From an optimization exercise on the open Yosys and OpenROAD flow, aimed at small area; shortcuts taken in it are not production practice. Only simulation tests tie the RTL to the original design; equivalence was not proved. Power is estimated from default activity; no workload was simulated.

## rram_ctrl_top
module rram_ctrl_top #(
    parameter int NUM_WL       = xbar_pkg::DEF_NUM_WL,
    parameter int NUM_SL       = xbar_pkg::DEF_NUM_SL,
    parameter int NUM_ADC      = xbar_pkg::DEF_NUM_ADC,
    parameter int DATA_W       = xbar_pkg::DEF_DATA_W,
    parameter int WRITE_PULSES = xbar_pkg::DEF_WRITE_PULSES
) (
    input  logic                                     CLK,
    input  logic                                     RESET_ACC,
    input  logic [rram_isa_pkg::INSTR_WORD_W-1:0]    instr_dout,    
    input  logic                                     instr_empty,
    output logic                                     instr_pop_n,
    input  logic [DATA_W-1:0]                        data_dout,     
    input  logic                                     data_empty,
    output logic                                     data_pop_n,
    input  logic                                     out_full,      
    output logic                                     out_push_n,
    output logic [DATA_W-1:0]                        out_din,
    output logic [NUM_WL-1:0]                        wl_sel,        
    output logic                                     wl_bias_sel,
    output logic [NUM_SL*3-1:0]                      bl_sel,
    output logic [NUM_SL*3-1:0]                      sl_sel,
    output logic [NUM_SL-1:0]                        sl_mux_sel,
    output logic [2:0]                               bl_bias_sel,
    output logic                                     sl_bias_sel,
    input  logic [NUM_ADC*xbar_pkg::ADC_THERM_W-1:0] adc_therm
);
export LEC_CHECK = 0
export CAP_MARGIN = 20
export CORE_AREA = 50 50 230 200
export DIE_AREA = 0 0 280 250
export PLACE_DENSITY = 0.65
export SLEW_MARGIN = 20
create_clock -name core_clock -period 10.0 [get_ports {CLK}]
standard.sh (not shown) runs the stock make flow with config.mk's settings and CLKGATE_MAP_FILE= SYNTH_SCRIPT=/design/flow/synth_recipe.tcl, a recipe that flattens the netlist after the stock synthesis.
==> flow/flow/run.sh <==
#!/bin/bash
# The standard layout (standard.sh) with three changes:
#  - synthesis is the standard one except that ABC maps the logic with an
#    area-oriented script (area.abc, used as the ORFS abc_area.script of a
#    copy of the ORFS scripts, with ABC_AREA=1); the registers come out the
#    same as in the standard synthesis
#  - each port is buffered by the smallest buffer, sky130_fd_sc_hd__buf_1,
#    instead of the one buffer_ports picks itself
#  - clock tree built from clkbuf_4 buffers, each driving a cluster of up to
#    10 registers, without dummy loads
set -euo pipefail
export BUFFER_PORTS_ARGS="-buffer_cell sky130_fd_sc_hd__buf_1"
export CTS_ARGS="-sink_clustering_enable -repair_clock_nets -dont_use_dummy_load -buf_list sky130_fd_sc_hd__clkbuf_4 -root_buf sky130_fd_sc_hd__clkbuf_4 -sink_clustering_size 10 -sink_clustering_max_diameter 50"
W=$PWD
rm -rf "$W/scripts_area"
cp -r "$FLOW_HOME/scripts" "$W/scripts_area"
cp "$W/flow/area.abc" "$W/scripts_area/abc_area.script"
bash standard.sh SCRIPTS_DIR="$W/scripts_area" ABC_AREA=1 synth > standard_synth.log 2>&1
bash standard.sh > standard_flow.log 2>&1
==> flow/flow/area.abc <==
strash
dc2
&get -n
&st
&dch
&nf -R 1000
&st
&dch
&nf -R 1000
&put
dnsize
Then changed:
--- a/flow/design.v
+++ b/flow/design.v
@@ -228,28 +228,18 @@
                     | ({16{state[0] &&  ptr[2] && ptr[1:0] == 2'(w)}} & bank_h[16 * w +: 16])
                     | ({16{!state[0] && cnt[1:0] == 2'(w)}} & acc[w]);
         end
     end
     logic rowsel;
     assign rowsel      = prog || st_rdcell;
     assign wl_bias_sel = prog;
-    logic [7:0] row_hi, row_lo;
-    logic [1:0] seg_on;
-    always_comb begin
-        for (int j = 0; j < 8; j++) begin
-            row_hi[j] = rowsel && op[5:3] == 3'(j);
-            row_lo[j] = op[2:0] == 3'(j);
-        end
-        seg_on[0] = st_compute && !op[0];
-        seg_on[1] = st_compute && op[0];
-    end
     always_comb begin
         for (int k = 0; k < 64; k++) begin
-            wl_sel[k] = (row_hi[k / 8] && row_lo[k % 8])
-                     || (seg_on[k / 32] && (dq[(k >> 1) & 15] ^ k[0]));
+            wl_sel[k] = (rowsel && op[5:0] == 6'(k))
+                     || (st_compute && op[0] == k[5] && (dq[(k >> 1) & 15] ^ k[0]));
         end
     end
     logic [15:0] x;
     logic [3:0]  gsel;
     logic [15:0] rsel;
     assign x = dq ^ {16{cnt[2]}};    
     always_comb begin
=> The new run ran to the end with no violations; power decreases by 2.6%; clock-buffer cell count decreases by 1; cell area hardly moves; die area stays the same; worst hold slack stays flat; sequential cell count stays the same; clock skew decreases by 0.013 ns; setup slack is worse by 0.021 ns; combinational power decreases by about 2%; sequential share of layout area hardly moves; non-clock buffer count decreases by 8; final cell count decreases by about 0.6%.

-- port drivers added, routing unchanged --
No port has a modelled driver above. Below, the same layouts with a new extraction and two added sets of constraints.
Step 1, drivers: a clkbuf_16 drives CLK and a buf_2 each remaining input, both assumed.
Step 2, shift: input delay + t, output delay - t, t = (earliest + latest rising clock arrival at the registers) / 2. This alone moves slack from input paths to output paths.
Three values: ideal, step 1, step 2; two values: the first two.
run	t (ns)	setup WS [ns]	slew at the worst register clock pin (ns)	worst data-port slew with drivers (ns)	cell pins on the clock port's net
the first run	0.679	2.520 / 2.503 / 1.824	0.12 / 0.12	0.13	1
the second run	0.694	2.499 / 2.489 / 1.795	0.12 / 0.12	0.15	1
After both steps setup and hold are still met in every run listed. The setup slack of the second run, which loses most, moves by -0.010 ns with the drivers and by -0.704 ns with both steps.
